Background: an optimization exercise with open tools, aiming at small area. Do not read the settings as production practice. RTL that was checked went through simulation tests only; none was proved equivalent to the original. The RTL of run 3 was laid out without a check of its function. No activity file was given, so power comes from the tool's default toggle rates. The clock port is modelled as an ideal driver; clocking choices that lean on that would not hold on a real chip.

**config.mk**
```make
export PLATFORM = sky130hd
export DESIGN_NAME = rv_pipeline_top
export DESIGN_NICKNAME = rv_pipeline_top
export VERILOG_FILES = /design/flow/design.v
export SDC_FILE = /design/flow/constraint.sdc
export NUM_CORES = 4
export LEC_CHECK = 0
export CAP_MARGIN = 0
export CORE_MARGIN = 2
export CORE_UTILIZATION = 45
export CTS_BUF_LIST = sky130_fd_sc_hd__clkbuf_16
export CTS_CLUSTER_DIAMETER = 80
export CTS_CLUSTER_SIZE = 30
export PLACE_DENSITY = 0.55
export SLEW_MARGIN = 0
export SYNTH_HIERARCHICAL = 1
```
**constraint.sdc**
```tcl
create_clock -name core_clock -period 10.0 [get_ports {clk}]
set_input_delay 2.0000 -clock core_clock [delete_from_list [all_inputs] [get_ports {clk}]]
set_output_delay 2.0000 -clock core_clock [all_outputs]
set_load 0.01 [all_outputs]
```
**design.v**
```verilog
`default_nettype none
package rv_pkg;
  localparam int xlen = 32;
  typedef logic [xlen-1:0] word_t;
  typedef logic [4:0]      reg_addr_t;
  localparam word_t nop_instr = 32'h0000_0013;
  localparam logic [6:0] op_load    = 7'b0000011;
  localparam logic [6:0] op_store   = 7'b0100011;
  localparam logic [6:0] op_imm     = 7'b0010011;
  localparam logic [6:0] op_reg     = 7'b0110011;
  localparam logic [6:0] op_branch  = 7'b1100011;
  localparam logic [6:0] op_jal     = 7'b1101111;
  localparam logic [6:0] op_custom0 = 7'b0001011;
  localparam logic [2:0] f3_beq  = 3'b000;
  localparam logic [2:0] f3_bne  = 3'b001;
  localparam logic [2:0] f3_blt  = 3'b100;
  localparam logic [2:0] f3_bge  = 3'b101;
  localparam logic [2:0] f3_bltu = 3'b110;
  localparam logic [2:0] f3_bgeu = 3'b111;
  localparam logic [1:0] aluc_add   = 2'b00;
  localparam logic [1:0] aluc_sub   = 2'b01;
  localparam logic [1:0] aluc_funct = 2'b10;
  localparam logic [1:0] fwd_none = 2'b00;
  localparam logic [1:0] fwd_mem  = 2'b01;
  localparam logic [1:0] fwd_wb   = 2'b10;
  typedef enum logic [4:0] {
    alu_add, alu_sub, alu_and, alu_or, alu_xor,
    alu_slt, alu_sltu, alu_sll, alu_srl, alu_sra,
    alu_andn, alu_orn, alu_xnor, alu_min, alu_max,
    alu_minu, alu_maxu, alu_rol, alu_ror, alu_abs
  } alu_op_e;
  typedef struct packed {
    logic       reg_write;
    logic       mem_write;
    logic       mem_to_reg;
    logic       alu_src;
    logic       branch;
    logic       jump;
    logic [1:0] alu_op;
  } ctrl_t;
  typedef struct packed {
    ctrl_t      ctrl;
    word_t      pc;
    word_t      rs1_val;
    word_t      rs2_val;
    word_t      imm;
    reg_addr_t  rs1;
    reg_addr_t  rs2;
    reg_addr_t  rd;
    logic [2:0] funct3;
    logic [6:0] funct7;
    logic [6:0] opcode;
  } id_ex_t;
  typedef struct packed {
    logic      reg_write;
    logic      mem_write;
    logic      mem_to_reg;
    word_t     alu_out;
    word_t     store_data;
    reg_addr_t rd;
  } ex_mem_t;
  typedef struct packed {
    logic      we;
    reg_addr_t rd;
    word_t     value;
  } wb_bus_t;
endpackage
`default_nettype wire
`timescale 1ns/100ps
`default_nettype none
module reg_file (
  input  logic       clk,
  input  logic [4:0] rs1,
  input  logic [4:0] rs2,
  input  logic [4:0] rd,
  input  logic       we,
  input  logic       clr,
  input  logic [7:0] wd,
  output logic [7:0] rs1_chunk,
  output logic [7:0] rs2_chunk
);
  logic [31:0] regs [32];
  assign regs[0] = '0;
  for (genvar i = 1; i < 32; i++) begin : g_reg
    logic wr;
    assign wr = clr || (we && rd == 5'(i));
    always_ff @(posedge clk) begin
      regs[i] <= {wr ? wd : regs[i][7:0], regs[i][31:8]};
    end
  end
  always_comb begin
    rs1_chunk = clr ? 8'd0 : regs[rs1][7:0];
    rs2_chunk = clr ? 8'd0 : regs[rs2][7:0];
  end
endmodule
`default_nettype wire
`timescale 1ns/100ps
`default_nettype none
module rv_pipeline_top (
  input  logic          clk,
  input  logic          reset,
  input  rv_pkg::word_t instr,
  input  rv_pkg::word_t read_data,
  output rv_pkg::word_t pc,
  output logic          mem_write,
  output rv_pkg::word_t data_addr,
  output rv_pkg::word_t write_data
);
  logic [1:0] ph;      
  logic       ps;      
  logic       clr;     
  always_ff @(posedge clk or posedge reset) begin
    if (reset) begin
      ph  <= 2'd0;
      ps  <= 1'b0;
      clr <= 1'b1;
    end else begin
      ph <= {ph[1] ^ ph[0], ~ph[0]};
      if (ph == 2'd3) begin
        ps  <= ~ps;
        clr <= 1'b0;
      end
    end
  end
  function automatic logic [8:0] add8(input logic [7:0] x, input logic [7:0] y, input logic c);
    logic [7:0] o;
    logic       k;
    k = c;
    for (int i = 0; i < 8; i++) begin
      o[i] = x[i] ^ y[i] ^ k;
      k    = (x[i] & y[i]) | (x[i] & k) | (y[i] & k);
    end
    add8 = {k, o};
  endfunction
  logic last;
  assign last = ps && ph == 2'd3;
  logic [6:0] opc;
  logic [2:0] f3;
  logic [4:0] rs1, rs2, rd;
  logic [4:0] cf;
  logic       b30;
  assign opc = instr[6:0];
  assign f3  = instr[14:12];
  assign rd  = instr[11:7];
  assign rs1 = instr[19:15];
  assign rs2 = instr[24:20];
  assign cf  = {instr[26:25], instr[14:12]};
  assign b30 = instr[30];
  logic is_load, is_store, is_imm, is_op, is_cus, is_br, is_jal;
  assign is_load  = opc == rv_pkg::op_load;
  assign is_store = opc == rv_pkg::op_store;
  assign is_imm   = opc == rv_pkg::op_imm;
  assign is_op    = opc == rv_pkg::op_reg;
  assign is_cus   = opc == rv_pkg::op_custom0;
  assign is_br    = opc == rv_pkg::op_branch;
  assign is_jal   = opc == rv_pkg::op_jal;
  logic alu_f;    
  assign alu_f = is_imm || is_op;
  logic o_sub, o_and, o_or, o_xor, o_slt, o_sltu, o_sll, o_srx, o_sra;
  logic c_andn, c_orn, c_xnor, c_min, c_max, c_minu, c_maxu, c_rol, c_ror, c_abs;
  assign o_sub  = is_op && f3 == 3'b000 && b30;
  assign o_sll  = alu_f && f3 == 3'b001;
  assign o_slt  = alu_f && f3 == 3'b010;
  assign o_sltu = alu_f && f3 == 3'b011;
  assign o_xor  = alu_f && f3 == 3'b100;
  assign o_srx  = alu_f && f3 == 3'b101;
  assign o_sra  = o_srx && b30;
  assign o_or   = alu_f && f3 == 3'b110;
  assign o_and  = alu_f && f3 == 3'b111;
  assign c_andn = is_cus && cf == 5'b00_000;
  assign c_orn  = is_cus && cf == 5'b00_001;
  assign c_xnor = is_cus && cf == 5'b00_010;
  assign c_min  = is_cus && cf == 5'b01_000;
  assign c_max  = is_cus && cf == 5'b01_001;
  assign c_minu = is_cus && cf == 5'b01_010;
  assign c_maxu = is_cus && cf == 5'b01_011;
  assign c_rol  = is_cus && cf == 5'b10_000;
  assign c_ror  = is_cus && cf == 5'b10_001;
  assign c_abs  = is_cus && cf == 5'b11_000;
  logic k_shift, k_left, k_slt, k_mm, k_logic, k_sub_p1;
  assign k_shift  = o_sll || o_srx || c_rol || c_ror;
  assign k_left   = o_sll || c_rol;
  assign k_slt    = o_slt || o_sltu;
  assign k_mm     = c_min || c_max || c_minu || c_maxu;
  assign k_logic  = o_and || o_or || o_xor || c_andn || c_orn || c_xnor;
  assign k_sub_p1 = k_slt || k_mm || is_br;
  logic writes;
  assign writes = (is_imm || is_op || is_cus || is_load || is_jal) && rd != 5'd0;
  logic [31:0] t_q;      
  logic [31:0] da_q;     
  logic        cy_q;     
  logic        eq_q;     
  logic        flag_q;   
  logic [31:1] pc_q;
  logic        pcy_q;    
  logic        pcout;
  logic [7:0]  t_in;
  logic [7:0] ra_c, rb_c, res;
  reg_file u_rf (
    .clk       (clk),
    .rs1       (rs1),
    .rs2       (rs2),
    .rd        (rd),
    .we        (ps && writes),
    .clr       (clr),
    .wd        (ps ? res : 8'd0),
    .rs1_chunk (ra_c),
    .rs2_chunk (rb_c)
  );
  logic [31:0] pc32;
  assign pc32 = {pc_q, 1'b0};
  logic [7:0] pc_c, rd_c;
  always_comb begin
    case (ph)
      2'd0: begin pc_c = pc32[7:0];   rd_c = read_data[7:0];   end
      2'd1: begin pc_c = pc32[15:8];  rd_c = read_data[15:8];  end
      2'd2: begin pc_c = pc32[23:16]; rd_c = read_data[23:16]; end
      default: begin pc_c = pc32[31:24]; rd_c = read_data[31:24]; end
    endcase
  end
  logic       sgn;
  logic [7:0] imm_c;
  assign sgn = instr[31];
  always_comb begin
    case (ph)
      2'd0: imm_c = {instr[27:25], is_store ? instr[11:7] : instr[24:20]};
      2'd1: imm_c = {{4{sgn}}, instr[31:28]};
      default: imm_c = {8{sgn}};
    endcase
  end
  logic [7:0] a_c, b_c;
  logic       inv_a, inv_b, cin0;
  always_comb begin
    a_c   = ra_c;
    b_c   = (is_imm || is_load || is_store) ? imm_c : rb_c;
    inv_a = 1'b0;
    inv_b = 1'b0;
    cin0  = 1'b0;
    if (!ps) begin
      if (k_shift) b_c = 8'd0;
      if (k_sub_p1) begin
        inv_b = 1'b1;
        cin0  = 1'b1;
      end
    end else begin
      if (is_jal) begin
        a_c = pc_c;
        b_c = (ph == 2'd0) ? 8'd4 : 8'd0;
      end
      if (o_sub) begin
        inv_b = 1'b1;
        cin0  = 1'b1;
      end
      if (c_andn || c_orn || c_xnor) inv_b = 1'b1;
      if (c_abs) begin
        b_c   = 8'd0;
        inv_a = flag_q;
        cin0  = flag_q;
      end
    end
  end
  logic [7:0] ai, bi, sum;
  logic       cin, cout;
  assign ai  = a_c ^ {8{inv_a}};
  assign bi  = b_c ^ {8{inv_b}};
  assign cin = (ph == 2'd0) ? cin0 : cy_q;
  assign {cout, sum} = add8(ai, bi, cin);
  logic eq_all, lts, ltu, taken, flag_d;
  assign eq_all = (ph == 2'd0 || eq_q) && sum == 8'd0;
  assign ltu    = ~cout;
  assign lts    = (a_c[7] != b_c[7]) ? a_c[7] : sum[7];
  always_comb begin
    case (f3)
      3'b000:  taken = eq_all;
      3'b001:  taken = ~eq_all;
      3'b100:  taken = lts;
      3'b101:  taken = ~lts;
      3'b110:  taken = ltu;
      3'b111:  taken = ~ltu;
      default: taken = 1'b0;
    endcase
    if (is_br)
      flag_d = taken;
    else if (o_sltu || c_minu || c_maxu)
      flag_d = ltu;
    else if (o_slt || c_min || c_max)
      flag_d = lts;
    else
      flag_d = ra_c[7];
  end
  logic [4:0]  s_amt;
  logic [5:0]  sr;
  logic [2:0]  c_lo, c_hi;
  logic [7:0]  z_lo, z_hi, shres;
  logic [15:0] zw;
  logic        fill;
  assign s_amt = t_q[4:0];
  assign sr    = k_left ? (6'd32 - {1'b0, s_amt}) : {1'b0, s_amt};
  assign c_lo  = {1'b0, ph} + sr[5:3];
  assign c_hi  = c_lo + 3'd1;
  assign fill  = o_sra && flag_q;
  function automatic logic [7:0] zchunk(input logic [2:0] c, input logic [31:0] w,
                                        input logic zero_lo, input logic fill_hi,
                                        input logic fbit);
    logic [7:0] x;
    case (c[1:0])
      2'd0: x = w[7:0];
      2'd1: x = w[15:8];
      2'd2: x = w[23:16];
      default: x = w[31:24];
    endcase
    if (c[2])
      zchunk = fill_hi ? {8{fbit}} : x;
    else
      zchunk = zero_lo ? 8'd0 : x;
  endfunction
  assign z_lo  = zchunk(c_lo, da_q, o_sll, o_srx, fill);
  assign z_hi  = zchunk(c_hi, da_q, o_sll, o_srx, fill);
  assign zw    = {z_hi, z_lo} >> sr[2:0];
  assign shres = zw[7:0];
  logic [7:0] res_o;
  logic       use_sum;
  assign use_sum = !(k_shift || is_load || k_slt || k_mm || k_logic);
  always_comb begin
    if (k_shift)
      res_o = shres;
    else if (is_load)
      res_o = rd_c;
    else if (k_slt)
      res_o = {7'd0, flag_q && ph == 2'd0};
    else if (k_mm)
      res_o = (flag_q ^ (c_max || c_maxu)) ? ra_c : rb_c;
    else if (o_and || c_andn)
      res_o = a_c & bi;
    else if (o_or || c_orn)
      res_o = a_c | bi;
    else
      res_o = a_c ^ bi;
    res = use_sum ? sum : res_o;
  end
  always_ff @(posedge clk) begin
    cy_q <= cout;
    eq_q <= eq_all;
    t_q  <= {t_in, t_q[31:8]};
    pcy_q <= pcout;
    if (!ps && ph == 2'd3) flag_q <= flag_d;
    if (!ps) da_q <= {sum, da_q[31:8]};
  end
  logic [31:0] imm_bj, off;
  logic [7:0]  off_c, nxt;
  assign imm_bj = is_jal ? {{12{instr[31]}}, instr[19:12], instr[20], instr[30:21], 1'b0}
                         : {{20{instr[31]}}, instr[7], instr[30:25], instr[11:8], 1'b0};
  assign off = (is_jal || (is_br && flag_q)) ? imm_bj : 32'd4;
  always_comb begin
    case (ph)
      2'd0: off_c = off[7:0];
      2'd1: off_c = off[15:8];
      2'd2: off_c = off[23:16];
      default: off_c = off[31:24];
    endcase
  end
  assign {pcout, nxt} = add8(pc_c, off_c, ph != 2'd0 && pcy_q);
  always_comb begin
    if (ps)
      t_in = nxt;
    else if (k_shift && ph != 2'd0)
      t_in = t_q[31:24];
    else if (is_imm)
      t_in = imm_c;
    else
      t_in = rb_c;
  end
  always_ff @(posedge clk or posedge reset) begin
    if (reset) begin
      pc_q <= '0;
    end else if (last) begin
      pc_q <= {nxt, t_q[31:9]};
    end
  end
  assign pc         = pc32;
  assign mem_write  = is_store && ps && ph == 2'd0;
  assign data_addr  = da_q;
  assign write_data = t_q;
endmodule
`default_nettype wire
```
**flow/run.sh**
```bash
#!/bin/bash
# The standard layout (standard.sh: standard synthesis, floorplan, place,
# CTS, route), with two changes: ports are buffered with buf_1 instead of the
# resizer's default pick, and CTS inserts no dummy loads.
set -o pipefail
export BUFFER_PORTS_ARGS="-buffer_cell sky130_fd_sc_hd__buf_1"
export CTS_ARGS="-sink_clustering_enable -repair_clock_nets -dont_use_dummy_load -buf_list sky130_fd_sc_hd__clkbuf_16 -sink_clustering_size 30 -sink_clustering_max_diameter 80"
bash standard.sh > standard.log 2>&1
```
**standard.sh**
```bash
#!/bin/bash
# synth_recipe.tcl (not shown) runs the flow's synth.tcl, then flattens the netlist and writes it again
# the make line also repeats each setting of config.mk as NAME=value (left out here)
make -C /OpenROAD-flow-scripts/flow DESIGN_CONFIG=/design/flow/config.mk WORK_HOME=/design/flow/orfs CLKGATE_MAP_FILE= SYNTH_SCRIPT=/design/flow/synth_recipe.tcl "${@:-finish}"
```
==> run_results.csv, run 1 <==
group,metric,value,unit
worst_setup_path,slowest_stage,"nor4_1",
drt,drtAntennaViolNets,0,
layout,fill_cells,6882,
floorplanning,dieHeight,282.4,µm
worst_setup_path,start_kind,"input pin",
worst_setup_path,r2r_setup_slack,2.46,ns
global_route,antenna_found_initial,5,
cts,cts_inserted_buffers,46,
outcome,status,"finished clean",
sta,setup_ws,0.9442,ns
worst_setup_path,r2r_end,"u_rf.regs[11][31]",
worst_hold_path,holdCritPathClass,"register to register",
yosys,ys_types,103,
yosys,yosys.area.top_type,"dfxtp_1",
drt,drtIter0Drc,2628,
cts,cts_hold_buf,0,
worst_setup_path,cp-end-kind,"register",
sta,tightest_slew,1.232,ns
global_route,grt_pass1_wl,177.1,mm
drt,wl_met2,61.55,mm
sta,rsz0062_at_grt,"no",
worst_setup_path,crit_path_max_fanout,31,
drt,met1_length,52.79,mm
worst_setup_path,reg2regPathDepth,25,
worst_setup_path,arrival,9.48,ns
worst_hold_path,hold_depth,0,
floorplanning,die_w,282.4,µm
yosys,synth_top_area_share,58.50,%
global_route,grt_max_degree,40,
placement,preCtsSetupSlack,0.6961,ns
flow_run,maxCapViolCount,0,
cts,cts_buffer_depth,3,
floorplanning,core,77080,µm²
drt,drtPass1Iterations,6,
sta,drv_slew,0,
drt,dr.max_layer_used,"met5",
yosys,synth_common_cells,"dfxtp_1 (1,019), mux2_2 (283), a22oi_1 (150)",
worst_hold_path,hp-start,"u_rf.regs[11][31]",
cts,htreeDepth,2,
sta,min_period,9.056,ns
drt,drc,0,
drt,wl_met3,8.055,mm
sta,maxSlewHeadroom,17.56,%
worst_setup_path,cp_top_family,"adder cells",
floorplanning,initial_core_util,45.24,%
worst_hold_path,hold_end,"u_rf.regs[11][23]",
sta,whs,0.2818,ns
floorplanning,ios,163,
global_route,globalRouteTotalUtil,32.06,%
yosys,synth_area,34870,µm²
placement,gp_congestion,1.048,
placement,hpwl,99.72,mm
yosys,yosysSeqAreaShare,64.55,%
yosys,syn_nets,2842,
cts,cts_resized,0,
sta,period_share,90.56,%
pwr,p_leak,15.20,nW
yosys,synth_ff_type,"dfxtp_1",
layout,fin_util,49.69,%
global_route,grt_overflow_total,0,
drt,num_vias,23270,
cts,worst_skew_pair.late_latency,0.62,ns
yosys,async_flop_share,3.196,%
layout,multi_input_area,11590,µm²
yosys,synth-edff-count,41,
layout,nets,3043,
worst_setup_path,critPathKind,"input pin to register",
drt,wire_per_inst,32.63,µm
worst_setup_path,r2r_start,"ph[1]",
sta,setup_viol,0,
worst_setup_path,crit_cells,25,
floorplanning,rows,102,
layout,drive_gt1_share,18.74,%
sta,tns,0,ns
cts,clockRootBuffer,"clkbuf_16",
yosys,ys_ff_latch,1095,
yosys,avgSynthCellArea,12.75,µm²
sta,hold_viol_final,0,
worst_setup_path,path_common_cell,"fa_1",
yosys,synthTopCellsByArea,"dfxtp_1 (59%), mux2_2 (9.1%), edfxtp_1 (3.5%), a22oi_1 (3.2%), dfrtp_1 (2.4%)",
yosys,yosys_warnings,9,
floorplanning,dieArea,79730,µm²
yosys,synth_cells,2736,
placement,io_buffers,161,
layout,area_growth,9.835,%
drt,drt_wl_total,129.7,mm
cts,cts_tree,"yes",
pwr,powerDensity,174.6,nW/µm²
yosys,yosysMostFrequentCell,"dfxtp_1",
cts,path_clk_slew,0.11,ns
global_route,grt_pass1_vias,22340,
worst_setup_path,slowest_delay,0.74,ns
sta,fin_skew,0.08287,ns
pwr,irDropWorstVdd,158.8,µV
cts,post_cts_buffers,0,
cts,clkSinkCount,1095,
layout,ff_latch_area,22510,µm²
worst_setup_path,crit_required,10.42,ns
worst_setup_path,crit_buf_inv,5,
sta,fmax,110.4,MHz
drt,via_per_inst,5.853,
placed cells by master, fill, tap and decap left out, drive strengths merged, types with 11 or more instances in the layout:
cell type | Yosys | final
a22o | 16 | 16
a211oi | 20 | 20
nand2b | 14 | 14
and2 | 12 | 12
mux2 | 298 | 298
nand2 | 109 | 109
edfxtp | 41 | 41
nor2b | 23 | 23
fa | 17 | 17
dfxtp | 1019 | 1019
clkbuf | 71 | 47
buf | 62 | 285
a221oi | 14 | 14
a22oi | 150 | 150
a21o | 11 | 11
dfrtp | 34 | 34
and3 | 15 | 15
mux4 | 11 | 11
nand3b | 12 | 12
ha | 23 | 23
xor2 | 11 | 11
a31oi | 28 | 28
nand3 | 36 | 36
a21oi | 95 | 95
a222oi | 21 | 21
nand4 | 42 | 42
nor3 | 36 | 36
nor2 | 139 | 139
nor4 | 25 | 25
o21ai | 54 | 54
o22ai | 15 | 15
inv | 50 | 50
xnor2 | 17 | 17
mux2i | 57 | 57
metrics by stage:
step	instances	power [W]	instance area (µm²)
2_1_floorplan	2736	0.004639	34870
3_3_place_gp	3929	0.004735	37150
3_5_place_dp	3929	0.004736	37150
4_1_cts	3975	0.006733	38300
5_1_grt	3975	0.006903	38300
6_report	3976	0.006688	38300
modules after synthesis, one instance, submodules excluded:
module	copies in the design	cells	cell area (µm²)	flops+latches
rv_pipeline_top	1	810	7776	103
reg_file	1	1926	27090	992
cell families after synthesis:
| family | Yosys count | share of synthesized area [%] |
|---|---|---|
| compound gates | 508 | 10.75 |
| other cells | 1 | 0.01075 |
| simple gates | 513 | 7.754 |
| xor+xnor | 29 | 0.7894 |
| fa+ha+maj | 41 | 1.830 |
| buf+inv | 183 | 2.354 |
| flops | 1095 | 64.55 |
| mux | 366 | 11.97 |
power breakdown:
group | leakage (nW) | total (W) | switching [W] | internal, W
clock | 0.567 | 0.00204 | 0.00122 | 0.000828
sequential | 9.14 | 0.00441 | 0.0000115 | 0.00440
combinational | 5.49 | 0.000237 | 0.000161 | 0.0000761
layer usage:
layer  GRT usage (%)  up-vias
met5               0        -
met4           14.99        4
met3           4.155      322
met2           54.42     1124
met1           40.61    11600
li1                -    10220
sequential cells by signal, summed over array words and instances, names as in the netlist:
signal,cells
da_q,32
pc_q,31
pcy_q,1
cy_q,1
flag_q,1
clr,1
ps,1
ph,2
u_rf.regs,992
eq_q,1
t_q,32
worst max path at each step:
stage	from	slack [ns]	end
5_1_grt	instr[15]	0.90	u_rf.regs[11][31]
2_1_floorplan	instr[4]	1.76	flag_q
3_3_place_gp	instr[24]	0.79	u_rf.regs[27][31]
3_5_place_dp	instr[15]	0.70	u_rf.regs[27][31]
4_1_cts	instr[15]	1.27	u_rf.regs[11][31]
6_report	instr[15]	0.94	u_rf.regs[11][31]
cell type report:
cell class,instances,share of cell area (%)
tap,1040,3.397
multi-input combinational,1458,30.27
inverter,50,0.4900
timing repair buffer,286,4.064
sequential,1095,58.77
clock buffer,46,3.005
antenna,1,0.006534
==> run 2, diff against run 1 <==
--- a/config.mk
+++ b/config.mk
@@ -8,9 +8,10 @@
 export CAP_MARGIN = 0
 export CORE_MARGIN = 2
-export CORE_UTILIZATION = 45
+export CORE_UTILIZATION = 60
 export CTS_BUF_LIST = sky130_fd_sc_hd__clkbuf_16
 export CTS_CLUSTER_DIAMETER = 80
 export CTS_CLUSTER_SIZE = 30
-export PLACE_DENSITY = 0.55
+export GPL_TIMING_DRIVEN = 0
+export PLACE_DENSITY = 0.7
 export SLEW_MARGIN = 0
 export SYNTH_HIERARCHICAL = 1
==> run_results.csv, run 2 <==
group,metric,value,unit
worst_setup_path,critPathKind,"input pin to register",
yosys,yosys.area.top_type,"dfxtp_1",
global_route,antenna_found_initial,2,
floorplanning,dieArea,60060,µm²
floorplanning,core,57590,µm²
pwr,irDropWorstVdd,202.3,µV
worst_setup_path,crit_buf_inv,5,
worst_hold_path,hold_depth,0,
layout,nets,3064,
sta,drv_slew,18,
sta,tightest_slew,1.512,ns
placement,gp_congestion,1.051,
layout,final_cell_mix,"dfxtp_1 (1,019), mux2_2 (283), buf_1 (170), a22oi_1 (150), nand2_1 (108)",
pwr,p_comb_share,3.8,%
floorplanning,initial_core_util,60.56,%
worst_setup_path,slowest_delay,1.13,ns
worst_setup_path,cp_top_family,"adder cells",
layout,largest_reg_flops,992,
yosys,synth_ff_type,"dfxtp_1",
worst_setup_path,path_common_cell,"fa_1",
global_route,grt_overflow_total,0,
cts,cts_buffer_depth,3,
drt,via_per_inst,6.609,
outcome,status,"complete, but fails checks",
cts,worst_skew_pair.late_latency,0.67,ns
sta,fin_skew,0.1229,ns
yosys,synthTopCellsByArea,"dfxtp_1 (59%), mux2_2 (9.1%), edfxtp_1 (3.5%), a22oi_1 (3.2%), dfrtp_1 (2.4%)",
sta,fmax,101.5,MHz
sta,maxSlewHeadroom,-0.7994,%
worst_hold_path,holdCritPathClass,"register to register",
layout,fill_cells,4086,
pwr,finalPower,0.006733,W
sta,hold_viol_final,0,
sta,rsz0062_at_grt,"no",
drt,drtIter0Drc,3283,
pwr,p_clk_share,30.7,%
pwr,seqPwrFrac,65.5,%
yosys,synth_cells,2736,
cts,cts_inserted_buffers,45,
yosys,synth-edff-count,41,
yosys,ys_ff_latch,1095,
cts,clkSinkCount,1095,
layout,finalInstanceArea,37900,µm²
layout,drive_gt1_share,17.39,%
floorplanning,dieHeight,245.1,µm
pwr,swShare,21.55,%
drt,num_vias,24600,
flow_run,maxCapViolCount,3,
cts,path_clk_slew,0.11,ns
sta,min_period,9.849,ns
worst_setup_path,cp_cell_sequence,"buf_1 -> buf_4 -> or3b_1 -> nor2_1 -> a221o_1 -> nor3_1 -> a31oi_1 -> mux2i_1 -> xnor2_1 -> fa_1 -> fa_1 -> fa_1 -> fa_1 -> fa_1 -> inv_1 -> fa_1 -> fa_1 -> inv_1 -> o32ai_1 -> a22oi_1 -> nand2_1 -> clkbuf_1 -> mux2_1",
layout,top_register,"u_rf.regs",
worst_setup_path,reg2regPathDepth,24,
floorplanning,die_w,245.1,µm
cts,cts_tree,"yes",
drt,drtPass1Iterations,11,
yosys,synth_common_cells,"dfxtp_1 (1,019), mux2_2 (283), a22oi_1 (150)",
placement,hpwl,97.20,mm
yosys,synth_top_area_share,58.50,%
yosys,yosysMostFrequentCell,"dfxtp_1",
pwr,powerDensity,177.7,nW/µm²
cts,clockRootBuffer,"clkbuf_16",
worst_setup_path,arrival,10.33,ns
yosys,avgSynthCellArea,12.75,µm²
yosys,synth_area,34870,µm²
drt,drt_wl_total,133.2,mm
worst_setup_path,start_kind,"input pin",
global_route,grt_pass1_wl,184.0,mm
floorplanning,rows,88,
placement,post_dp_cell_area,36480,µm²
cts,cts_hold_buf,0,
worst_setup_path,cp-end-kind,"register",
sta,setup_viol,0,
drt,drc,0,
yosys,async_flop_share,3.196,%
yosys,syn_nets,2842,
yosys,yosysSeqAreaShare,64.55,%
sta,period_share,98.49,%
drt,wire_per_inst,35.78,µm
global_route,grt_pass1_vias,24470,
floorplanning,ios,163,
drt,drtAntennaViolNets,0,
outcome,check-failures,"max-capacitance violations, max-slew violations",
pwr,internal-power,0.005282,W
yosys,ys_types,103,
worst_setup_path,slowest_stage,"nor2_1",
placement,io_buffers,159,
global_route,globalRouteTotalUtil,43.72,%
pwr,p_leak,14.96,nW
global_route,grt_max_degree,36,
pwr,switchingPower,0.001451,W
cts,htreeDepth,2,
worst_setup_path,crit_required,10.48,ns
worst_setup_path,crit_path_max_fanout,10,
layout,reg.largest.list,"u_rf.regs x992, da_q x32, t_q x32",
layout,fin_util,65.81,%
layout,final_common_cell,"dfxtp_1",
yosys,yosys_warnings,9,
layout,area_growth,8.672,%
worst_setup_path,crit_cells,23,
## run 2: cells by family (layout without fill, tap and decap cells)
group	count (synthesis)	after routing	synth area share, %
flops	1095	1095	64.55
xor+xnor	29	29	0.7894
simple gates	513	513	7.754
buf+inv	183	403	2.354
other cells	1	3	0.01075
fa+ha+maj	41	41	1.830
compound gates	508	508	10.75
mux	366	366	11.97
## run 2: final cells by class
type	instances	area (µm²)	area share (%)
Tap cell	765	957.2	2.526
Antenna cell	2	5.005	0.01321
Sequential cell	1095	22510	59.40
Buffer	132	629.4	1.661
Multi-Input combinational cell	1458	11720	30.92
Inverter	50	187.7	0.4953
Timing Repair Buffer	176	763.2	2.014
Clock buffer	45	1126	2.972
## run 2: power by group through the flow
stage	Sequential [W]	Combinational [W]	Clock (W)
global placement	0.00451	0.000235	0
finish	0.00441	0.000255	0.00207
global route	0.00441	0.000261	0.00220
CTS	0.00441	0.000239	0.00206
floorplan	0.00451	0.000132	0
detailed placement	0.00451	0.000236	0
## run 2: metal layers
layer  vias up  GRT usage, %  share of wire [%]
met5         -             0                  0
met4         0         32.46                9.4
met3       613         11.28                9.4
met2      1678         69.65                 45
met1     12040         51.02                 36
li1      10270             -                  -
## run 2: path summary, 6_finish.rpt
path,start,to,slack (ns)
min in group asynchronous,reset,pc_q[9],1.53
worst min register to register,u_rf.regs[10][12],u_rf.regs[10][4],0.27
worst min-delay path,u_rf.regs[10][12],u_rf.regs[10][4],0.27
worst max register to register,ph[1],u_rf.regs[7][31],1.54
worst max-delay path,instr[18],u_rf.regs[7][31],0.15
max in group asynchronous,reset,pc_q[28],7.98
## run 2: per-module statistics from Yosys (local to each module, per instance)
module / area (µm²) / cells inside / flip-flops and latches
rv_pipeline_top: 7776 / 810 / 103
reg_file: 27090 / 1926 / 992
## run 2: through the flow
stage	worst slack (ns)	setup TNS [ns]	instances	hold WS, ns
6_report	0.1505	0	3723	0.2679
3_5_place_dp	-1.049	-70.49	3663	0.3121
3_3_place_gp	-0.9927	-62.09	3660	0.3096
2_1_floorplan	1.756	0	2736	0.3096
5_1_grt	0.04882	0	3722	0.2777
4_1_cts	0.03492	0	3708	0.2721
## run 2: what timing repair did
item                                    CTS  global route
endpoints found under the setup margin   63            63
resized for setup                        16            29
buffers inserted                          0            14
hold endpoints to repair                  0             0
pin swaps                                 0             5
==> run 3, diff against run 2 <==
--- a/design.v
+++ b/design.v
@@ -82,9 +82,19 @@
   logic [31:0] regs [32];
   assign regs[0] = '0;
+  logic [7:0] wd_q;
+  logic [4:0] rd_q;
+  logic       we_q;
+  logic       clr_q;
+  always_ff @(posedge clk) begin
+    wd_q  <= wd;
+    rd_q  <= rd;
+    we_q  <= we;
+    clr_q <= clr;
+  end
   for (genvar i = 1; i < 32; i++) begin : g_reg
     logic wr;
-    assign wr = clr || (we && rd == 5'(i));
+    assign wr = clr_q || (we_q && rd_q == 5'(i));
     always_ff @(posedge clk) begin
-      regs[i] <= {wr ? wd : regs[i][7:0], regs[i][31:8]};
+      regs[i] <= {regs[i][7:0], wr ? wd_q : regs[i][31:24], regs[i][23:8]};
     end
   end
--- a/config.mk
+++ b/config.mk
@@ -8,10 +8,9 @@
 export CAP_MARGIN = 0
 export CORE_MARGIN = 2
-export CORE_UTILIZATION = 60
+export CORE_UTILIZATION = 45
 export CTS_BUF_LIST = sky130_fd_sc_hd__clkbuf_16
 export CTS_CLUSTER_DIAMETER = 80
 export CTS_CLUSTER_SIZE = 30
-export GPL_TIMING_DRIVEN = 0
-export PLACE_DENSITY = 0.7
+export PLACE_DENSITY = 0.55
 export SLEW_MARGIN = 0
 export SYNTH_HIERARCHICAL = 1
==> run_results.csv, run 3 <==
group,metric,value,unit
yosys,yosysMostFrequentCell,"dfxtp_1",
layout,final_cell_mix,"dfxtp_1 (1,033), mux2_2 (301), buf_1 (151), nand3_1 (149), buf_4 (109)",
drt,drtAntennaViolNets,0,
floorplanning,initial_core_util,45.27,%
global_route,grt_max_degree,37,
cts,clockRootBuffer,"clkbuf_16",
yosys,synth-edff-count,41,
sta,tns,0,ns
drt,wire_per_inst,34.93,µm
yosys,synth_cells,2904,
outcome,status,"finished clean",
drt,drt_wl_total,144.0,mm
yosys,yosysSeqAreaShare,62.85,%
sta,fin_skew,0.1067,ns
layout,fin_util,49.24,%
layout,drive_gt1_share,18.61,%
floorplanning,die_w,288.0,µm
pwr,p_leak,15.65,nW
sta,min_period,8.734,ns
floorplanning,dieArea,82930,µm²
placement,gp_congestion,1.040,
sta,rsz0062_at_grt,"no",
drt,drc,0,
cts,cts_hold_buf,0,
worst_setup_path,crit_required,10.30,ns
global_route,grt_pass1_wl,195.9,mm
drt,num_vias,24700,
sta,period_share,87.34,%
worst_hold_path,hold_depth,0,
layout,top_register,"u_rf.regs",
floorplanning,rows,104,
sta,fmax,114.5,MHz
cts,htreeDepth,2,
yosys,ys_ff_latch,1110,
floorplanning,core,80160,µm²
worst_setup_path,critPathKind,"input pin to register",
yosys,synth_common_cells,"dfxtp_1 (1,034), mux2_2 (301), nand3_1 (149)",
worst_hold_path,holdCritPathClass,"register to register",
sta,tightest_slew,1.470,ns
flow_run,maxCapViolCount,0,
drt,drtIter0Drc,2407,
yosys,yosys.area.top_type,"dfxtp_1",
pwr,irDropWorstVdd,162.6,µV
cts,worst_skew_pair.late_latency,0.66,ns
cts,clkSinkCount,1110,
global_route,grt_overflow_total,0,
yosys,async_flop_share,3.153,%
placement,io_buffers,161,
sta,setup_viol,0,
cts,cts_inserted_buffers,46,
layout,final_common_cell,"dfxtp_1",
pwr,powerDensity,174.2,nW/µm²
yosys,yosys_warnings,9,
cts,post_cts_buffers,0,
sta,hold_viol_final,0,
cts,cts_resized,0,
layout,nets,3155,
yosys,ys_types,110,
floorplanning,ios,163,
layout,largest_reg_flops,992,
cts,cts_buffer_depth,3,
worst_setup_path,crit_path_max_fanout,25,
layout,reg.largest.list,"u_rf.regs x992, da_q x32, t_q x32",
yosys,synthTopCellsByArea,"dfxtp_1 (57%), mux2_2 (9.3%), edfxtp_1 (3.4%), dfrtp_1 (2.3%), nand3_1 (2.1%)",
global_route,grt_pass1_vias,23820,
global_route,antenna_found_initial,10,
drt,drtPass1Iterations,8,
placement,hpwl,111.7,mm
yosys,synth_top_area_share,57.04,%
sta,drv_slew,0,
yosys,avgSynthCellArea,12.50,µm²
cts,cts_tree,"yes",
layout,area_growth,8.761,%
worst_setup_path,arrival,9.04,ns
floorplanning,dieHeight,288.0,µm
drt,via_per_inst,5.994,
worst_setup_path,reg2regPathDepth,23,
sta,whs,0.2843,ns
cts,path_clk_slew,0.11,ns
yosys,synth_area,36290,µm²
yosys,syn_nets,3010,
sta,maxSlewHeadroom,1.845,%
worst_setup_path,cp-end-kind,"register",
global_route,globalRouteTotalUtil,34.19,%
worst_setup_path,start_kind,"input pin",
yosys,synth_ff_type,"dfxtp_1",
-- run 3: changes by cell type after synthesis, sizes merged, moves of 12 or more --
cell    previous run  this run
dfxtp           1019      1034
a32o               0        17
a32oi              9        22
and3              15        29
buf               62        86
clkbuf            71        89
nor2             139        95
mux2             298       317
nand3             36       149
mux2i             57        73
and3b              0        12
a22oi            150        41
-- run 3: path summary, 6_finish.rpt --
kind                                     endpoint  slack (ns)               from
worst max-delay path                       flag_q        1.27          instr[22]
min in group asynchronous                pc_q[13]        1.46              reset
worst min-delay path            u_rf.regs[24][12]        0.28  u_rf.regs[24][20]
max in group asynchronous                     clr        8.18              reset
worst max register to register             flag_q        2.73              ph[1]
worst min register to register  u_rf.regs[24][12]        0.28  u_rf.regs[24][20]
-- run 3: modules after synthesis (local to each module, per instance) --
module           area, µm²  cells  copies in the design
rv_pipeline_top       7776    810                     1
reg_file             28510   2094                     1
-- run 3: kinds of logic after synthesis --
logic type,after synthesis,synth area share [%]
compound gates,475,9.786
xor+xnor,29,0.7586
fa+ha+maj,41,1.759
buf+inv,226,2.827
flops,1110,62.85
mux,402,12.60
other cells,1,0.01033
simple gates,620,9.410
-- run 3: power breakdown --
| part | switching (W) | internal, W |
|---|---|---|
| logic | 0.000215 | 0.0000982 |
| clock network | 0.00125 | 0.000828 |
| registers | 0.0000203 | 0.00447 |
| total | 0.00148 | 0.00539 |
-- run 3: critical path, stage by stage --
cell and delay (ns):
clkbuf_2 0.44, buf_12 0.26, and3_1 0.20, nand3_1 0.17, o311ai_1 0.16, a2111oi_0 0.14
buf_4 0.16, a41oi_1 0.41, nor2_1 0.10, a211oi_1 0.28, xor2_1 0.24, inv_1 0.11
fa_1 0.44, fa_1 0.47, fa_1 0.46, fa_1 0.46, fa_1 0.46, fa_1 0.45
inv_1 0.09, fa_1 0.21, fa_1 0.44, nor2_1 0.13, o2111ai_1 0.10, nor2_1 0.20
xnor2_1 0.14, nor3_1 0.06, mux2i_1 0.16, o21ai_1 0.07
-- run 3: routing by layer --
layer  GRT usage (%)  up-vias  share of wire [%]
li1                -    10720                  -
met1           43.22    12480                 41
met2           55.02     1150                 45
met3           5.990      349                6.9
met4           19.97        6                7.1
met5               0        -              0.026
-- run 3: area by class of cell --
type,count,area (µm²)
antenna,14,35.03
clock buffer,46,1151
fill,7114,40690
inverter,51,191.4
multi-input combinational,1568,12480
sequential,1110,22810
tap,1060,1326
timing repair buffer,272,1475
-- run 3: through the flow --
stage	instances	power [W]	setup WS [ns]	instance area, µm²
2_1_floorplan	2904	0.004758	1.756	36290
3_3_place_gp	4061	0.004893	0.8260	38280
3_5_place_dp	4061	0.004891	0.8851	38280
4_1_cts	4107	0.006911	1.419	39430
5_1_grt	4107	0.007081	0.9998	39430
6_report	4121	0.006875	1.266	39470
==> run 4, diff against run 3 <==
--- a/design.v
+++ b/design.v
@@ -82,19 +82,9 @@
   logic [31:0] regs [32];
   assign regs[0] = '0;
-  logic [7:0] wd_q;
-  logic [4:0] rd_q;
-  logic       we_q;
-  logic       clr_q;
-  always_ff @(posedge clk) begin
-    wd_q  <= wd;
-    rd_q  <= rd;
-    we_q  <= we;
-    clr_q <= clr;
-  end
   for (genvar i = 1; i < 32; i++) begin : g_reg
     logic wr;
-    assign wr = clr_q || (we_q && rd_q == 5'(i));
+    assign wr = clr || (we && rd == 5'(i));
     always_ff @(posedge clk) begin
-      regs[i] <= {regs[i][7:0], wr ? wd_q : regs[i][31:24], regs[i][23:8]};
+      regs[i] <= {wr ? wd : regs[i][7:0], regs[i][31:8]};
     end
   end
==> run.sh (new file) <==
#!/bin/bash
# synth_recipe.tcl (not shown) runs the flow's synth.tcl, then flattens the netlist and writes it again
# the make line also repeats each setting of config.mk as NAME=value (left out here)
make -C /OpenROAD-flow-scripts/flow DESIGN_CONFIG=/design/flow/config.mk WORK_HOME=/design/flow/orfs CLKGATE_MAP_FILE= SYNTH_SCRIPT=/design/flow/synth_recipe.tcl finish
removed: flow/run.sh
removed: standard.sh
==> run_results.csv, run 4 <==
group,metric,value,unit
cts,path_clk_slew,0.11,ns
cts,cts_tree,"yes",
yosys,ys_types,103,
placement,io_buffers,161,
pwr,irDropWorstVdd,193.6,µV
sta,fmax,112.3,MHz
floorplanning,rows,102,
worst_setup_path,crit_required,10.54,ns
worst_setup_path,cp_top_family,"adder cells",
floorplanning,dieHeight,282.4,µm
global_route,grt_overflow_total,0,
yosys,yosys_warnings,9,
cts,clockRootBuffer,"clkbuf_16",
worst_setup_path,crit_path_max_fanout,31,
yosys,async_flop_share,3.196,%
yosys,syn_nets,2842,
floorplanning,ios,163,
sta,tightest_slew,1.416,ns
drt,met1_length,52.87,mm
worst_setup_path,cp-end-kind,"register",
cts,cts_resized,0,
yosys,ys_ff_latch,1095,
yosys,yosysSeqAreaShare,64.55,%
global_route,grt_max_degree,37,
drt,drc,0,
yosys,synth_area,34870,µm²
cts,worst_skew_pair.late_latency,0.66,ns
yosys,avgSynthCellArea,12.75,µm²
cts,htreeDepth,2,
worst_setup_path,crit_start,"instr[15]",
floorplanning,dieArea,79730,µm²
yosys,synth-edff-count,41,
drt,drt_wl_total,129.6,mm
sta,min_period,8.901,ns
outcome,status,"finished clean",
global_route,antenna_found_initial,3,
pwr,powerDensity,174.4,nW/µm²
worst_setup_path,arrival,9.44,ns
worst_setup_path,slowest_stage,"clkdlybuf4s50_1",
yosys,synth_cells,2736,
drt,wl_met3,7.301,mm
worst_setup_path,start_kind,"input pin",
drt,via_per_inst,5.751,
drt,wire_per_inst,32.42,µm
pwr,p_leak,15.75,nW
sta,period_share,89.01,%
worst_setup_path,slowest_delay,0.81,ns
layout,largest_reg_flops,992,
floorplanning,die_w,282.4,µm
cts,cts_inserted_buffers,46,
yosys,yosysMostFrequentCell,"dfxtp_1",
floorplanning,initial_core_util,45.24,%
layout,area_growth,13.57,%
drt,drtIter0Drc,2128,
layout,reg.largest.list,"u_rf.regs x992, da_q x32, t_q x32",
worst_setup_path,path_common_cell,"fa_1",
sta,setup_viol,0,
drt,dr.max_layer_used,"met5",
layout,stdcell_count,3999,
global_route,grt_pass1_wl,177.4,mm
yosys,synth_top_area_share,58.50,%
drt,wl_met2,61.51,mm
sta,hold_viol_final,0,
layout,drive_gt1_share,19.18,%
floorplanning,core,77080,µm²
sta,drv_slew,0,
placement,preCtsSetupSlack,0.5080,ns
layout,final_cell_mix,"dfxtp_1 (1,019), mux2_2 (283), clkdlybuf4s50_1 (160), a22oi_1 (150), buf_4 (124)",
worst_setup_path,r2r_start,"ph[0]",
drt,drtPass1Iterations,6,
yosys,synthTopCellsByArea,"dfxtp_1 (59%), mux2_2 (9.1%), edfxtp_1 (3.5%), a22oi_1 (3.2%), dfrtp_1 (2.4%)",
placement,gp_congestion,1.028,
worst_setup_path,crit_buf_inv,5,
yosys,synth_ff_type,"dfxtp_1",
layout,final_common_cell,"dfxtp_1",
cts,cts_hold_buf,0,
placement,place_inst,3932,
worst_setup_path,critPathKind,"input pin to register",
sta,whs,0.3184,ns
cts,cts_buffer_depth,3,
yosys,synth_common_cells,"dfxtp_1 (1,019), mux2_2 (283), a22oi_1 (150)",
layout,fill_cells,6783,
layout,top_register,"u_rf.regs",
flow_run,maxCapViolCount,0,
sta,setup_ws,1.099,ns
worst_hold_path,holdCritPathClass,"register to register",
sta,maxSlewHeadroom,5.167,%
placement,hpwl,98.51,mm
global_route,globalRouteTotalUtil,32.05,%
yosys,yosys.area.top_type,"dfxtp_1",
cts,clkSinkCount,1095,
global_route,grt_pass1_vias,22720,
drt,num_vias,23000,
sta,tns,0,ns
drt,drtAntennaViolNets,0,
layout,nets,3046,
worst_hold_path,hp-start,"u_rf.regs[26][25]",
sta,rsz0062_at_grt,"no",
sta,fin_skew,0.03913,ns
cts,post_cts_buffers,0,
worst_setup_path,cp_cell_sequence,"clkdlybuf4s50_1 -> buf_4 -> nand2_1 -> nor2_2 -> a222oi_1 -> a31oi_1 -> mux2i_1 -> xnor2_1 -> fa_1 -> fa_1 -> fa_1 -> fa_1 -> fa_1 -> fa_1 -> inv_1 -> fa_1 -> fa_1 -> inv_1 -> o32ai_1 -> a22oi_1 -> nand2_1 -> buf_4 -> mux2_1",
==> run 4: changes by cell type after synthesis, moves of 14 or more <==
cell | before | now
nand3_1 | 149 | 36
a22oi_1 | 41 | 150
nor2_1 | 90 | 122
buf_2 | 55 | 29
clkbuf_1 | 89 | 71
mux2_2 | 301 | 283
a32o_1 | 17 | 0
mux2i_1 | 73 | 57
dfxtp_1 | 1034 | 1019
and3_1 | 29 | 15
==> run 4: final cells by class <==
class | count | area, µm² | share of cell area [%]
antenna | 3 | 7.507 | 0.01896
clock buffer | 46 | 1151 | 2.907
clock inverter | 18 | 237.7 | 0.6003
inverter | 50 | 187.7 | 0.4739
multi-input combinational | 1458 | 11590 | 29.27
sequential | 1095 | 22510 | 56.83
tap | 1040 | 1301 | 3.286
timing repair buffer | 289 | 2618 | 6.609
==> run 4: stage by stage <==
| stage | utilization (%) | total power, W | area (µm²) |
|---|---|---|---|
| after floorplan | - | 0.004639 | 34870 |
| after global placement | 49.57 | 0.004769 | 38210 |
| after detailed placement | 49.57 | 0.004769 | 38210 |
| after CTS | 51.37 | 0.006938 | 39600 |
| after global routing | 51.37 | 0.007113 | 39600 |
| final | 51.38 | 0.006908 | 39600 |
==> run 4: final timing paths <==
check	end	depth (start not counted)	slack, ns
worst max-delay path	u_rf.regs[23][31]	23	1.10
worst min-delay path	u_rf.regs[26][17]	0	0.32
worst max register to register	u_rf.regs[23][31]	21	2.61
worst min register to register	u_rf.regs[26][17]	0	0.32
max in group asynchronous	clr	3	7.87
min in group asynchronous	pc_q[10]	3	1.77
==> run 4: cells by family after synthesis <==
| group | count (synthesis) | share of synthesized area, % |
|---|---|---|
| AO/OA/AOI/OAI | 508 | 10.75 |
| XOR/XNOR | 29 | 0.7894 |
| adder cells (fa/ha/maj) | 41 | 1.830 |
| buffers and inverters | 183 | 2.354 |
| flip-flops | 1095 | 64.55 |
| multiplexers | 366 | 11.97 |
| other | 1 | 0.01075 |
| AND/OR/NAND/NOR | 513 | 7.754 |
==> run 4: routing by layer <==
| metal | vias to the layer above | global-route usage (%) |
|---|---|---|
| li1 | 10240 | - |
| met1 | 11480 | 39.65 |
| met2 | 980 | 54.02 |
| met3 | 303 | 4.807 |
| met4 | 2 | 17.16 |
| met5 | - | 0 |
==> run 4: power breakdown <==
group          internal, W  switching [W]
Sequential         0.00440      0.0000111
Combinational     0.000106       0.000162
Clock             0.000883        0.00135
==> run 4: worst reg2reg max path: stages (launching register included) <==
cell     delay, ns
dfrtp_1       0.54
inv_1         0.17
ha_1          0.79
a22oi_1       0.25
o21ai_0       0.59
mux2i_1       0.27
xnor2_1       0.20
fa_1          0.41
fa_1          0.48
fa_1          0.46
fa_1          0.46
fa_1          0.46
fa_1          0.43
inv_1         0.09
fa_1          0.21
fa_1          0.44
inv_1         0.11
o32ai_1       0.07
a22oi_1       0.17
nand2_1       0.08
buf_4         0.26
mux2_1        0.34
==> run 4: per-module statistics from Yosys, one instance, submodules excluded <==
module           flip-flops and latches  cell area [µm²]  times used  cells inside
reg_file                            992            27090           1          1926
rv_pipeline_top                     103             7776           1           810
==> run 5, diff against run 4 <==
==> flow/run.sh (new file) <==
#!/bin/bash
# The standard layout (standard.sh: standard synthesis, floorplan, place,
# CTS, route), with two changes: ports are buffered with buf_1 instead of the
# resizer's default pick, and CTS inserts no dummy loads.
set -o pipefail
export BUFFER_PORTS_ARGS="-buffer_cell sky130_fd_sc_hd__buf_1"
export CTS_ARGS="-sink_clustering_enable -repair_clock_nets -dont_use_dummy_load -buf_list sky130_fd_sc_hd__clkbuf_16 -sink_clustering_size 34 -sink_clustering_max_diameter 85"
bash standard.sh > standard.log 2>&1
==> standard.sh (new file) <==
#!/bin/bash
# synth_recipe.tcl (not shown) runs the flow's synth.tcl, then flattens the netlist and writes it again
# the make line also repeats each setting of config.mk as NAME=value (left out here)
make -C /OpenROAD-flow-scripts/flow DESIGN_CONFIG=/design/flow/config.mk WORK_HOME=/design/flow/orfs CLKGATE_MAP_FILE= SYNTH_SCRIPT=/design/flow/synth_recipe.tcl "${@:-finish}"
--- a/config.mk
+++ b/config.mk
@@ -8,9 +8,9 @@
 export CAP_MARGIN = 0
 export CORE_MARGIN = 2
-export CORE_UTILIZATION = 45
+export CORE_UTILIZATION = 52
 export CTS_BUF_LIST = sky130_fd_sc_hd__clkbuf_16
 export CTS_CLUSTER_DIAMETER = 80
 export CTS_CLUSTER_SIZE = 30
-export PLACE_DENSITY = 0.55
+export PLACE_DENSITY = 0.62
 export SLEW_MARGIN = 0
 export SYNTH_HIERARCHICAL = 1
removed: run.sh
==> run_results.csv, run 5 <==
group,metric,value,unit
cts,cts_tree,"yes",
yosys,synth_common_cells,"dfxtp_1 (1,019), mux2_2 (283), a22oi_1 (150)",
cts,path_clk_slew,0.12,ns
sta,hold_viol_final,0,
layout,area_growth,8.866,%
pwr,powerDensity,174.1,nW/µm²
drt,via_per_inst,6.209,
layout,finalInstanceArea,37960,µm²
outcome,status,"finished clean",
drt,num_vias,23560,
sta,drv_slew,0,
cts,htreeDepth,2,
floorplanning,die_w,263.0,µm
drt,drtIter0Drc,2674,
yosys,yosys_warnings,9,
yosys,async_flop_share,3.196,%
floorplanning,core,66100,µm²
pwr,irDropWorstVdd,175.9,µV
placement,io_buffers,161,
worst_setup_path,slowest_stage,"buf_1",
yosys,yosysSeqAreaShare,64.55,%
layout,fin_util,57.43,%
worst_setup_path,path_common_cell,"fa_1",
drt,drtAntennaViolNets,0,
floorplanning,dieArea,69150,µm²
cts,cts_hold_buf,0,
cts,cts_resized,0,
layout,largest_reg_flops,992,
cts,clkSinkCount,1095,
layout,top_register,"u_rf.regs",
worst_hold_path,holdCritPathClass,"register to register",
yosys,synth-edff-count,41,
drt,wire_per_inst,33.44,µm
floorplanning,rows,94,
global_route,grt_pass1_wl,175.2,mm
yosys,synth_area,34870,µm²
global_route,antenna_found_initial,7,
sta,rsz0062_at_grt,"no",
worst_setup_path,critPathKind,"input pin to register",
global_route,grt_pass1_vias,22750,
flow_run,maxCapViolCount,0,
cts,cts_inserted_buffers,41,
cts,worst_skew_pair.late_latency,0.64,ns
yosys,synthTopCellsByArea,"dfxtp_1 (59%), mux2_2 (9.1%), edfxtp_1 (3.5%), a22oi_1 (3.2%), dfrtp_1 (2.4%)",
yosys,ys_types,103,
pwr,finalPower,0.006609,W
floorplanning,dieHeight,263.0,µm
sta,setup_viol,0,
sta,tns,0,ns
worst_setup_path,crit_required,10.46,ns
worst_setup_path,crit_path_max_fanout,31,
cts,post_cts_buffers,0,
placement,post_dp_cell_area,36930,µm²
global_route,globalRouteTotalUtil,35.87,%
worst_setup_path,start_kind,"input pin",
sta,min_period,9.110,ns
yosys,synth_cells,2736,
sta,period_share,91.10,%
cts,clockRootBuffer,"clkbuf_16",
placement,gp_congestion,1.082,
global_route,grt_overflow_total,0,
layout,final_cell_mix,"dfxtp_1 (1,019), mux2_2 (283), buf_1 (160), a22oi_1 (150)",
pwr,p_leak,15.14,nW
yosys,synth_ff_type,"dfxtp_1",
yosys,yosys.area.top_type,"dfxtp_1",
cts,cts_buffer_depth,3,
worst_setup_path,slowest_delay,0.83,ns
placement,hpwl,96.46,mm
sta,fmax,109.8,MHz
yosys,synth_top_area_share,58.50,%
yosys,ys_ff_latch,1095,
sta,tightest_slew,1.337,ns
yosys,avgSynthCellArea,12.75,µm²
drt,drtPass1Iterations,6,
drt,drc,0,
layout,drive_gt1_share,18.57,%
layout,reg.largest.list,"u_rf.regs x992, da_q x32, t_q x32",
floorplanning,ios,163,
floorplanning,initial_core_util,52.76,%
drt,drt_wl_total,126.9,mm
layout,nets,3037,
worst_setup_path,cp-end-kind,"register",
yosys,syn_nets,2842,
sta,fin_skew,0.07918,ns
layout,final_common_cell,"dfxtp_1",
worst_setup_path,arrival,9.57,ns
sta,maxSlewHeadroom,10.89,%
yosys,yosysMostFrequentCell,"dfxtp_1",
global_route,grt_max_degree,37,
## run 5: cell counts after synthesis
Identical to the previous run, type by type.
## run 5: kinds of logic after synthesis
| kind of cell | synth area share (%) |
|---|---|
| muxes | 11.97 |
| other | 0.01075 |
| and+or+nand+nor | 7.754 |
| buffers and inverters | 2.354 |
| DFF | 64.55 |
| adders and majority gates | 1.830 |
| AOI/OAI and AO/OA | 10.75 |
| xor gates and xnor gates | 0.7894 |
## run 5: stage by stage
stage                     worst slack, ns  hold WS, ns  std cells
final                              0.8903       0.2744       3795
after global routing               0.7110       0.2748       3793
after CTS                           1.175       0.2793       3793
after detailed placement           0.5352       0.3121       3752
after global placement             0.6560       0.3096       3752
after floorplan                     1.756       0.3096       2736
## run 5: Yosys stat by module (local to each module, per instance)
module / cells inside / cell area, µm² / flops+latches
reg_file: 1926 / 27090 / 992
rv_pipeline_top: 810 / 7776 / 103
## run 5: final cells by class
class | count | area [µm²]
fill | 5364 | 28140
sequential | 1095 | 22510
multi-input combinational | 1458 | 11590
timing repair buffer | 285 | 1562
tap | 864 | 1081
clock buffer | 41 | 1026
inverter | 50 | 187.7
antenna | 2 | 5.005
## run 5: final timing paths
check | from | end | slack, ns | cells after the start
setup / recovery | instr[23] | u_rf.regs[24][31] | 0.89 | 26
hold / removal | u_rf.regs[10][14] | u_rf.regs[10][6] | 0.27 | 0
setup reg to reg | ph[0] | u_rf.regs[24][31] | 2.83 | 19
hold reg to reg | u_rf.regs[10][14] | u_rf.regs[10][6] | 0.27 | 0
max in group asynchronous | reset | clr | 8.18 | 3
min in group asynchronous | reset | pc_q[10] | 1.46 | 3
## run 5: power by group
| group | switching [W] | total [W] | internal [W] |
|---|---|---|---|
| clock network | 0.00122 | 0.00196 | 0.000744 |
| registers | 0.0000107 | 0.00441 | 0.00440 |
| logic | 0.000161 | 0.000238 | 0.0000769 |
| total | 0.00139 | 0.00661 | 0.00522 |
## run 5: routing by layer
layer  vias up  global-route usage [%]  wire length, µm
met1     11730                   44.59            50440
met4         4                   21.34             9219
met3       361                   5.425             8284
met5         -                       0               23
li1      10210                       -                -
met2      1260                   59.38            58930
## run 5: critical path: cells and delay by family
kind / cells / cell delay, ns
fa+ha+maj: 7 / 2.92
buf+inv: 6 / 1.58
simple gates: 5 / 1.33
compound gates: 6 / 1.11
mux: 1 / 0.31
xor+xnor: 1 / 0.25
==> run 6, diff against run 5 <==
--- a/flow/run.sh
+++ b/flow/run.sh
@@ -5,4 +5,5 @@
 set -o pipefail
 export BUFFER_PORTS_ARGS="-buffer_cell sky130_fd_sc_hd__buf_1"
+export GPL_KEEP_OVERFLOW=0
 export CTS_ARGS="-sink_clustering_enable -repair_clock_nets -dont_use_dummy_load -buf_list sky130_fd_sc_hd__clkbuf_16 -sink_clustering_size 34 -sink_clustering_max_diameter 85"
 bash standard.sh > standard.log 2>&1
--- a/config.mk
+++ b/config.mk
@@ -8,9 +8,9 @@
 export CAP_MARGIN = 0
 export CORE_MARGIN = 2
-export CORE_UTILIZATION = 52
+export CORE_UTILIZATION = 45
 export CTS_BUF_LIST = sky130_fd_sc_hd__clkbuf_16
 export CTS_CLUSTER_DIAMETER = 80
 export CTS_CLUSTER_SIZE = 30
-export PLACE_DENSITY = 0.62
+export PLACE_DENSITY = 0.55
 export SLEW_MARGIN = 0
 export SYNTH_HIERARCHICAL = 1
==> run_results.csv, run 6 <==
group,metric,value,unit
worst_setup_path,slowest_stage,"nor2_2",
layout,area_growth,7.919,%
sta,tns,0,ns
layout,final_common_cell,"dfxtp_1",
layout,top_register,"u_rf.regs",
floorplanning,die_w,282.4,µm
worst_hold_path,holdCritPathClass,"register to register",
sta,period_share,97.85,%
pwr,switchingPower,0.001380,W
floorplanning,rows,102,
worst_setup_path,crit_path_max_fanout,28,
floorplanning,ios,163,
layout,drive_gt1_share,16.53,%
yosys,muxShareOfSynthArea,11.97,%
outcome,check-failures,"max-capacitance violations, max-slew violations",
worst_setup_path,critPathKind,"input pin to register",
floorplanning,core,77080,µm²
sta,rsz0062_at_grt,"no",
sta,min_period,9.785,ns
cts,clkSinkCount,1095,
pwr,irDropWorstVdd,169.8,µV
yosys,synthTopCellsByArea,"dfxtp_1 (59%), mux2_2 (9.1%), edfxtp_1 (3.5%), a22oi_1 (3.2%), dfrtp_1 (2.4%)",
placement,io_buffers,161,
pwr,swShare,20.85,%
worst_setup_path,crit_required,10.51,ns
drt,drtPass1Iterations,6,
layout,reg.largest.list,"u_rf.regs x992, da_q x32, t_q x32",
worst_setup_path,path_common_cell,"fa_1",
cts,worst_skew_pair.late_latency,0.63,ns
cts,cts_tree,"yes",
yosys,synthSimpleGateAreaFrac,7.754,%
outcome,status,"complete, but fails checks",
yosys,synth_common_cells,"dfxtp_1 (1,019), mux2_2 (283), a22oi_1 (150)",
layout,stdcell_count,3868,
yosys,synth_top_family_by_area,"multiplexers",
cts,path_clk_slew,0.12,ns
yosys,synth_ff_type,"dfxtp_1",
global_route,globalRouteTotalUtil,30.86,%
global_route,grt_pass1_vias,21840,
sta,setup_viol,0,
placement,gp_congestion,1.008,
yosys,synth_compound_area_share,10.75,%
yosys,avgSynthCellArea,12.75,µm²
worst_setup_path,cp_cell_sequence,"buf_2 -> nand2b_1 -> nor2_2 -> a22oi_1 -> and4_1 -> a31oi_1 -> mux2i_1 -> xnor2_1 -> fa_1 -> fa_1 -> fa_1 -> fa_1 -> fa_1 -> fa_1 -> inv_1 -> fa_1 -> o221ai_1 -> a21boi_0 -> o211ai_1 -> buf_4 -> buf_4 -> mux2_2",
global_route,grt_pass1_wl,171.7,mm
yosys,synth-edff-count,41,
drt,drt_wl_total,124.4,mm
yosys,synth_xor_area_share,0.7894,%
worst_setup_path,crit_buf_inv,4,
global_route,antenna_found_initial,4,
layout,largest_reg_flops,992,
drt,drtAntennaViolNets,0,
cts,clockRootBuffer,"clkbuf_16",
floorplanning,initial_core_util,45.24,%
yosys,yosysSeqAreaShare,64.55,%
layout,finalInstanceArea,37630,µm²
drt,wire_per_inst,32.17,µm
global_route,grt_busiest_layer,"met2",
global_route,grt_overflow_total,0,
pwr,p_clk_share,30.1,%
yosys,synth_top_area_share,58.50,%
yosys,async_flop_share,3.196,%
yosys,synthAdderAreaFrac,1.830,%
yosys,synth_cells,2736,
worst_setup_path,cp_top_family,"adder cells",
worst_setup_path,cp-end-kind,"register",
yosys,yosys.area.top_type,"dfxtp_1",
global_route,grt_util_met2,51.26,%
placement,place_inst,3818,
worst_setup_path,start_kind,"input pin",
layout,final_cell_mix,"dfxtp_1 (1,019), mux2_2 (283), buf_1 (151), a22oi_1 (150), nor2_1 (114)",
drt,drtIter0Drc,2449,
worst_setup_path,arrival,10.30,ns
layout,fill_cells,7001,
cts,cts_inserted_buffers,43,
drt,num_vias,22800,
yosys,ys_ff_latch,1095,
sta,maxSlewHeadroom,-3.346,%
drt,via_per_inst,5.894,
drt,drc,0,
sta,fmax,102.2,MHz
global_route,use_met1,39.07,%
worst_setup_path,slowest_delay,0.69,ns
placement,post_dp_cell_area,36460,µm²
sta,drv_slew,2,
pwr,internal-power,0.005239,W
cts,cts_hold_buf,0,
floorplanning,dieArea,79730,µm²
yosys,synth_area,34870,µm²
global_route,grtUsageMet3,4.245,%
yosys,yosys_warnings,9,
sta,fin_skew,0.09189,ns
floorplanning,dieHeight,282.4,µm
yosys,yosysMostFrequentCell,"dfxtp_1",
pwr,p_leak,14.67,nW
placement,hpwl,96.32,mm
yosys,syn_nets,2842,
pwr,powerDensity,175.9,nW/µm²
global_route,grt_max_degree,42,
pwr,p_comb_share,3.3,%
layout,nets,2933,
pwr,seqPwrFrac,66.6,%
flow_run,maxCapViolCount,1,
sta,hold_viol_final,0,
yosys,ys_types,103,
cts,cts_buffer_depth,3,
cts,htreeDepth,2,
sta,tightest_slew,1.511,ns
run 6: cell counts after synthesis:
No cell type changed its count.
run 6: what timing repair did:
action / in CTS / in global routing
hold endpoints to repair: 0 / 0
resized for setup: 7 / 12
setup endpoints to repair: 42 / 63
buffers inserted: 0 / 4
pin swaps: 0 / 1
run 6: routing by layer:
layer	part of all wire [%]	up-vias
met5	0	-
met4	6.4	0
met3	6.0	323
met2	47	1071
met1	41	11390
li1	-	10010
run 6: area by class of cell:
| class | count | area, µm² | area share (%) |
|---|---|---|---|
| Multi-Input combinational cell | 1458 | 11650 | 30.97 |
| Timing Repair Buffer | 179 | 898.4 | 2.387 |
| Clock buffer | 43 | 1076 | 2.859 |
| Inverter | 50 | 187.7 | 0.4987 |
| Tap cell | 1040 | 1301 | 3.458 |
| Sequential cell | 1095 | 22510 | 59.81 |
| Antenna cell | 3 | 7.507 | 0.01995 |
run 6: per-stage QoR:
stage / total power (W) / worst slack [ns] / hold slack, ns / util (%)
floorplan: 0.004639 / 1.756 / 0.3096 / -
global placement: 0.004713 / -5.892 / 0.3095 / 46.89
detailed placement: 0.004716 / -1.252 / 0.3121 / 47.30
CTS: 0.006671 / 0.0007523 / 0.2482 / 48.73
global route: 0.006847 / 0.01804 / 0.2447 / 48.81
finish: 0.006618 / 0.2152 / 0.2509 / 48.82
run 6: final timing paths:
kind / depth (start not counted) / startpoint / end / slack (ns)
setup / recovery: 22 / instr[19] / u_rf.regs[10][30] / 0.22
hold / removal: 0 / u_rf.regs[21][22] / u_rf.regs[21][14] / 0.25
setup reg to reg: 23 / ph[1] / u_rf.regs[10][30] / 1.83
hold reg to reg: 0 / u_rf.regs[21][22] / u_rf.regs[21][14] / 0.25
max in group asynchronous: 2 / reset / pc_q[15] / 7.98
min in group asynchronous: 2 / reset / pc_q[5] / 1.48
run 6: cell families after synthesis:
logic type	after synthesis
DFF	1095
and+or+nand+nor	513
AOI/OAI and AO/OA	508
muxes	366
buffers and inverters	183
adders and majority gates	41
xor gates and xnor gates	29
other	1
run 6: power groups by stage:
stage                     Combinational [W]  Clock [W]  Sequential [W]
after CTS                          0.000209    0.00205         0.00441
after global placement             0.000206          0         0.00451
final                              0.000217    0.00199         0.00441
after detailed placement           0.000208          0         0.00451
after global routing               0.000228    0.00221         0.00441
after floorplan                    0.000132          0         0.00451
run 6: Yosys stat by module, one instance, submodules excluded:
module | cells | flops+latches | area (µm²)
reg_file | 1926 | 992 | 27090
rv_pipeline_top | 810 | 103 | 7776

==> port drivers added, routing unchanged <==
The results above use ideal ports. As a check the final layouts listed here were re-extracted and re-timed, cells and wires unchanged.
Step 1 (the two cells are an assumption about what drives the block):
set clk [get_ports {clk}]
set_driving_cell -lib_cell sky130_fd_sc_hd__clkbuf_16 $clk
set_driving_cell -lib_cell sky130_fd_sc_hd__buf_2 [delete_from_list [all_inputs] $clk]
Step 2 times the ports against the registers' clock, not the clock port: input delays grow and output delays shrink by t, the midpoint of the rising clock arrivals with the driver on.
a / b / c = no drivers / after step 1 / after step 2; a / b = the first two.
run | t, ns | slack for setup (ns) | worst setup path at the end | clock arrival spread, ns | worst data-port slew with drivers (ns)
run 1 | 0.646 | 0.944 / 0.972 / 0.325 | input to register | 0.083 / 0.083 | 0.11
run 2 | 0.672 | 0.151 / 0.187 / -0.485 | input to register | 0.122 / 0.123 | 0.05
run 3 | 0.674 | 1.266 / 1.296 / 0.622 | input to register | 0.107 / 0.107 | 0.10
run 4 | 0.697 | 1.099 / 1.128 / 0.431 | input to register | 0.051 / 0.050 | 0.07
run 5 | 0.672 | 0.890 / 0.928 / 0.256 | input to register | 0.081 / 0.080 | 0.09
run 6 | 0.652 | 0.215 / 0.258 / -0.394 | input to register | 0.092 / 0.092 | 0.05
For run 4, which loses most, drivers alone change the setup slack by +0.029 ns; drivers and shift together by -0.668 ns.
